From an optimization exercise on the open Yosys and OpenROAD flow, aimed at small area; shortcuts taken in it are not production practice.
Function was checked by simulation only, so behaviour that the tests miss may differ from the original.
Power figures rest on the tool's default switching activity, not on a simulated workload.

==> run a: inputs <==
==> flow/design.v <==
package ram_pkg;
    localparam int unsigned RAM_READ_FIRST  = 32'd0;
    localparam int unsigned RAM_WRITE_FIRST = 32'd1;
    localparam int unsigned RAM_MAX_DW      = 32'd512;
    localparam int unsigned RAM_MAX_LANE_W  = 32'd9;
    typedef enum logic [0:0] {
        RAM_ST_INIT  = 1'b0,
        RAM_ST_READY = 1'b1
    } ram_init_state_e;
    function automatic logic [RAM_MAX_DW-1:0] ram_byte_merge(
        input logic [RAM_MAX_DW-1:0] old_word,
        input logic [RAM_MAX_DW-1:0] new_word,
        input logic [RAM_MAX_DW-1:0] be,
        input int unsigned           byte_w
    );
        logic [RAM_MAX_DW-1:0]     merged;
        logic [RAM_MAX_LANE_W-1:0] lane;
        merged = '0;
        for (int i = 0; i < RAM_MAX_DW; i++) begin
            lane = RAM_MAX_LANE_W'(32'(i) / byte_w);
            if (be[lane]) begin
                merged[i] = new_word[i];
            end else begin
                merged[i] = old_word[i];
            end
        end
        ram_byte_merge = merged;
    endfunction
endpackage
module ram_init_sweep
#(
    parameter int unsigned ADDR_WIDTH = 32'd7
) (
    input  logic                  i_clk,
    input  logic                  i_rst,
    output logic                  o_init_we,
    output logic [ADDR_WIDTH-1:0] o_init_addr,
    output logic                  o_init_busy
);
    localparam logic [ADDR_WIDTH-1:0] ONE       = {{(ADDR_WIDTH-1){1'b0}}, 1'b1};
    localparam logic [ADDR_WIDTH-1:0] LAST_ADDR = {ADDR_WIDTH{1'b1}};
    ram_pkg::ram_init_state_e       r_state;
    logic [ADDR_WIDTH-1:0] r_cnt;
    logic                  r_busy;
    always_ff @(posedge i_clk or posedge i_rst) begin
        if (i_rst) begin
            r_state <= ram_pkg::RAM_ST_INIT;
            r_cnt   <= '0;
            r_busy  <= 1'b1;
        end else begin
            case (r_state)
                ram_pkg::RAM_ST_INIT: begin
                    r_cnt <= r_cnt + ONE;
                    if (r_cnt == LAST_ADDR) begin
                        r_state <= ram_pkg::RAM_ST_READY;
                        r_busy  <= 1'b0;
                    end
                end
                ram_pkg::RAM_ST_READY: begin
                    r_busy <= 1'b0;
                end
                default: begin
                    r_state <= ram_pkg::RAM_ST_INIT;
                    r_cnt   <= '0;
                    r_busy  <= 1'b1;
                end
            endcase
        end
    end
    assign o_init_we   = (r_state == ram_pkg::RAM_ST_INIT);
    assign o_init_addr = r_cnt;
    assign o_init_busy = r_busy;
endmodule
module ram_dp_be
#(
    parameter  int unsigned DATA_WIDTH = 32'd32,
    parameter  int unsigned ADDR_WIDTH = 32'd7,
    parameter  int unsigned BYTE_WIDTH = 32'd8,
    parameter  int unsigned READ_MODE  = ram_pkg::RAM_READ_FIRST,
    localparam int unsigned NUM_BYTES  = DATA_WIDTH / BYTE_WIDTH
) (
    input  logic                  clk,
    input  logic                  rst,
    input  logic                  we,
    input  logic [ADDR_WIDTH-1:0] waddr,
    input  logic [NUM_BYTES-1:0]  wbe,
    input  logic [DATA_WIDTH-1:0] d,
    input  logic                  re,
    input  logic [ADDR_WIDTH-1:0] raddr,
    output logic [DATA_WIDTH-1:0] q,
    output logic                  q_valid,
    output logic                  init_busy
);
    localparam int unsigned DEPTH = 32'd1 << ADDR_WIDTH;
    if ((DATA_WIDTH % BYTE_WIDTH) != 32'd0) begin : g_bad_byte_width
        $fatal(1, "ram_dp_be: DATA_WIDTH must be a multiple of BYTE_WIDTH");
    end
    if (DATA_WIDTH > ram_pkg::RAM_MAX_DW) begin : g_bad_data_width
        $fatal(1, "ram_dp_be: DATA_WIDTH exceeds RAM_MAX_DW");
    end
    logic [DATA_WIDTH-1:0] r_mem [DEPTH];
    logic [DATA_WIDTH-1:0] r_q;
    logic                  r_q_valid;
    logic                  w_init_we;
    logic [ADDR_WIDTH-1:0] w_init_addr;
    logic                  w_busy;
    logic [DATA_WIDTH-1:0] w_merged;
    logic                  w_mem_we;
    logic [ADDR_WIDTH-1:0] w_mem_addr;
    logic [DATA_WIDTH-1:0] w_mem_wdata;
    logic [DATA_WIDTH-1:0] w_rd_word;
    ram_init_sweep #(
        .ADDR_WIDTH (ADDR_WIDTH)
    ) u_init_sweep (
        .i_clk       (clk),
        .i_rst       (rst),
        .o_init_we   (w_init_we),
        .o_init_addr (w_init_addr),
        .o_init_busy (w_busy)
    );
    assign w_merged = DATA_WIDTH'(ram_pkg::ram_byte_merge(ram_pkg::RAM_MAX_DW'(r_mem[waddr]),
                                                 ram_pkg::RAM_MAX_DW'(d),
                                                 ram_pkg::RAM_MAX_DW'(wbe),
                                                 BYTE_WIDTH));
    always_comb begin
        w_mem_we    = 1'b0;
        w_mem_addr  = waddr;
        w_mem_wdata = w_merged;
        if (w_init_we) begin
            w_mem_we    = 1'b1;
            w_mem_addr  = w_init_addr;
            w_mem_wdata = '0;
        end else begin
            w_mem_we    = we;
            w_mem_addr  = waddr;
            w_mem_wdata = w_merged;
        end
    end
    always_comb begin
        w_rd_word = r_mem[raddr];
        if ((READ_MODE == ram_pkg::RAM_WRITE_FIRST) && we && (waddr == raddr)) begin
            w_rd_word = w_merged;
        end else begin
            w_rd_word = r_mem[raddr];
        end
    end
    always_ff @(posedge clk) begin
        if (w_mem_we) begin
            r_mem[w_mem_addr] <= w_mem_wdata;
        end
    end
    always_ff @(posedge clk or posedge rst) begin
        if (rst) begin
            r_q       <= '0;
            r_q_valid <= 1'b0;
        end else if (!w_busy && re) begin
            r_q       <= w_rd_word;
            r_q_valid <= 1'b1;
        end else begin
            r_q_valid <= 1'b0;
        end
    end
    assign q       = r_q;
    assign q_valid = r_q_valid;
    assign init_busy = w_busy;
endmodule
==> flow/run.sh <==
#!/bin/bash
# synth_recipe.tcl (not shown) runs the flow's synth.tcl, then flattens the netlist and writes it again
# the make line also repeats each setting of config.mk as NAME=value (left out here)
make -C /OpenROAD-flow-scripts/flow DESIGN_CONFIG=/design/flow/config.mk WORK_HOME=/design/flow/orfs CLKGATE_MAP_FILE= SYNTH_SCRIPT=/design/flow/synth_recipe.tcl finish
==> flow/config.mk <==
export PLATFORM = sky130hd
export DESIGN_NAME = ram_dp_be
export DESIGN_NICKNAME = ram_dp_be
export VERILOG_FILES = /design/flow/design.v
export SDC_FILE = /design/flow/constraint.sdc
export NUM_CORES = 4
export LEC_CHECK = 0
export CAP_MARGIN = 20
export CORE_MARGIN = 2
export CORE_UTILIZATION = 45
export PLACE_DENSITY = 0.6
export SLEW_MARGIN = 20
==> flow/constraint.sdc <==
create_clock -name core_clock -period 10.0 [get_ports {clk}]
set_input_delay 2.0000 -clock core_clock [delete_from_list [all_inputs] [get_ports {clk}]]
set_output_delay 2.0000 -clock core_clock [all_outputs]
set_load 0.01 [all_outputs]
==> run b: changes against run a <==
==> flow/design.v (replaced) <==
package ram_pkg;
    localparam int unsigned RAM_READ_FIRST  = 32'd0;
    localparam int unsigned RAM_WRITE_FIRST = 32'd1;
endpackage
module ram_init_sweep
#(
    parameter int unsigned ADDR_WIDTH = 32'd7
) (
    input  logic                  i_clk,
    input  logic                  i_rst,
    output logic [ADDR_WIDTH-1:0] o_init_addr,
    output logic                  o_init_busy
);
    logic [ADDR_WIDTH-1:0] r_cnt;
    logic                  r_busy;
    always_ff @(posedge i_clk or posedge i_rst) begin
        if (i_rst) begin
            r_cnt  <= '0;
            r_busy <= 1'b1;
        end else if (r_busy) begin
            r_cnt <= r_cnt + 1'b1;
            if (&r_cnt) begin
                r_busy <= 1'b0;
            end
        end
    end
    assign o_init_addr = r_cnt;
    assign o_init_busy = r_busy;
endmodule
module ram_dp_be
#(
    parameter  int unsigned DATA_WIDTH = 32'd32,
    parameter  int unsigned ADDR_WIDTH = 32'd7,
    parameter  int unsigned BYTE_WIDTH = 32'd8,
    parameter  int unsigned READ_MODE  = ram_pkg::RAM_READ_FIRST,
    localparam int unsigned NUM_BYTES  = DATA_WIDTH / BYTE_WIDTH
) (
    input  logic                  clk,
    input  logic                  rst,
    input  logic                  we,
    input  logic [ADDR_WIDTH-1:0] waddr,
    input  logic [NUM_BYTES-1:0]  wbe,
    input  logic [DATA_WIDTH-1:0] d,
    input  logic                  re,
    input  logic [ADDR_WIDTH-1:0] raddr,
    output logic [DATA_WIDTH-1:0] q,
    output logic                  q_valid,
    output logic                  init_busy
);
    localparam int unsigned DEPTH = 32'd1 << ADDR_WIDTH;
    logic [DEPTH-1:0][DATA_WIDTH-1:0] r_mem;
    logic [DATA_WIDTH-1:0]            r_q;
    logic                             r_q_valid;
    logic [ADDR_WIDTH-1:0]            w_init_addr;
    logic                             w_busy;
    logic [ADDR_WIDTH-1:0]            w_addr;
    logic [DATA_WIDTH-1:0]            w_wdata;
    logic [NUM_BYTES-1:0]             w_lane_en;
    logic [DATA_WIDTH-1:0]            w_rd_word;
    ram_init_sweep #(
        .ADDR_WIDTH (ADDR_WIDTH)
    ) u_init_sweep (
        .i_clk       (clk),
        .i_rst       (rst),
        .o_init_addr (w_init_addr),
        .o_init_busy (w_busy)
    );
    assign w_addr    = w_busy ? w_init_addr : waddr;
    assign w_wdata   = w_busy ? '0 : d;
    assign w_lane_en = w_busy ? '1 : (we ? wbe : '0);
    always_ff @(posedge clk) begin
        for (int r = 0; r < DEPTH; r++) begin
            for (int b = 0; b < NUM_BYTES; b++) begin
                if ((w_addr == ADDR_WIDTH'(r)) && w_lane_en[b]) begin
                    r_mem[r][b*BYTE_WIDTH +: BYTE_WIDTH] <= w_wdata[b*BYTE_WIDTH +: BYTE_WIDTH];
                end
            end
        end
    end
    localparam int unsigned NUM_GRP = (DEPTH + 32'd2) / 32'd3;
    logic [NUM_GRP*3-1:0]              w_rsel;
    logic [NUM_GRP-1:0][DATA_WIDTH-1:0] w_grp_n;
    always_comb begin
        w_rsel = '0;
        for (int r = 0; r < DEPTH; r++) begin
            w_rsel[r] = (raddr == ADDR_WIDTH'(r));
        end
    end
    for (genvar g = 0; g < NUM_GRP; g++) begin : g_grp
        for (genvar c = 0; c < DATA_WIDTH; c++) begin : g_col
            logic [2:0] w_bits;
            for (genvar k = 0; k < 3; k++) begin : g_k
                if (g*3 + k < DEPTH) begin : g_row
                    assign w_bits[k] = r_mem[g*3 + k][c];
                end else begin : g_pad
                    assign w_bits[k] = 1'b0;
                end
            end
            ram_rd_aoi3 u_aoi (
                .i_a (w_bits),
                .i_s (w_rsel[g*3 +: 3]),
                .o_y (w_grp_n[g][c])
            );
        end
    end
    always_comb begin
        w_rd_word = '1;
        for (int g = 0; g < NUM_GRP; g++) begin
            w_rd_word = w_rd_word & w_grp_n[g];
        end
        w_rd_word = ~w_rd_word;
    end
    always_ff @(posedge clk or posedge rst) begin
        if (rst) begin
            r_q       <= '0;
            r_q_valid <= 1'b0;
        end else begin
            r_q_valid <= re & ~w_busy;
            if (re && !w_busy) begin
                r_q <= w_rd_word;
            end
        end
    end
    assign q         = r_q;
    assign q_valid   = r_q_valid;
    assign init_busy = w_busy;
endmodule
module ram_rd_aoi3 (
    input  logic [2:0] i_a,
    input  logic [2:0] i_s,
    output logic       o_y
);
    assign o_y = ~|(i_a & i_s);
endmodule
SYNTH_HIERARCHICAL = 1   (was unset)
==> reports/results.txt <==
flops & latches, synth: 4138
Sequential cell area: 124000 um2
HPWL after detailed placement: 429000 um
status: timing/DRC/antenna clean
hold slack: 0.491 ns
Pwr Density: 173 nW/um2
multi-input gate share of total cell area: 30.0%
leading cell types in the layout, fill and taps excluded: edfxtp_1 (4096), mux4_2 (1929), mux2i_1 (650)
CP max-delay cell: buf_4
vias in the first global route: 114114
critical path data arrival time: 6.97 ns
Clock Power: 16.4 mW
R2R depth: 6
reg-to-reg slack, setup: 4.96 ns
(the above is from run a)
==> reports/results.txt <==
multi-input gate share of total cell area: 13.8%
Clock Power: 15.1 mW
status: timing/DRC/antenna clean
critical path data arrival time: 6.58 ns
leading cell types in the layout, fill and taps excluded: edfxtp_1 (4096), a222oi_1 (1376), clkbuf_16 (404), buf_4 (404), nor2_1 (375)
vias in the first global route: 81584
Sequential cell area: 124000 um2
HPWL after detailed placement: 299000 um
hold slack: 0.535 ns
flops & latches, synth: 4137
R2R depth: 7
Pwr Density: 208 nW/um2
(the above is from run b)

[what the ideal ports hide]
In the flow no input, the clock included, has a driving cell. The finished layouts below were timed again as built, in two steps. Step 1: set_driving_cell puts a clkbuf_16 on clk and a buf_2 on each other input, an assumption about the parent block. Step 2 moves the port delays by t, midway between the first and last clock arrival at a register: inputs arrive t later, outputs are due t later. That takes back most of the time a late clock gives input paths. Slacks: ideal ports / drivers / drivers and shift; pairs: ideal ports / drivers.
run | t, ns | slack for setup (ns) | hold slack, ns | latest minus earliest clock arrival (ns) | slew at the worst register clock pin (ns)
run a | 1.150 | 3.708 / 3.644 / 2.495 | 0.491 / 0.491 / 0.491 | 0.071 / 0.071 | 0.07 / 0.07
run b | 1.059 | 4.231 / 4.265 / 3.205 | 0.535 / 0.535 / 0.535 | 0.095 / 0.095 | 0.07 / 0.07
After both steps setup and hold are still met in every run listed. For run a, which loses most, drivers alone change the setup slack by -0.064 ns; drivers and shift together by -1.213 ns.
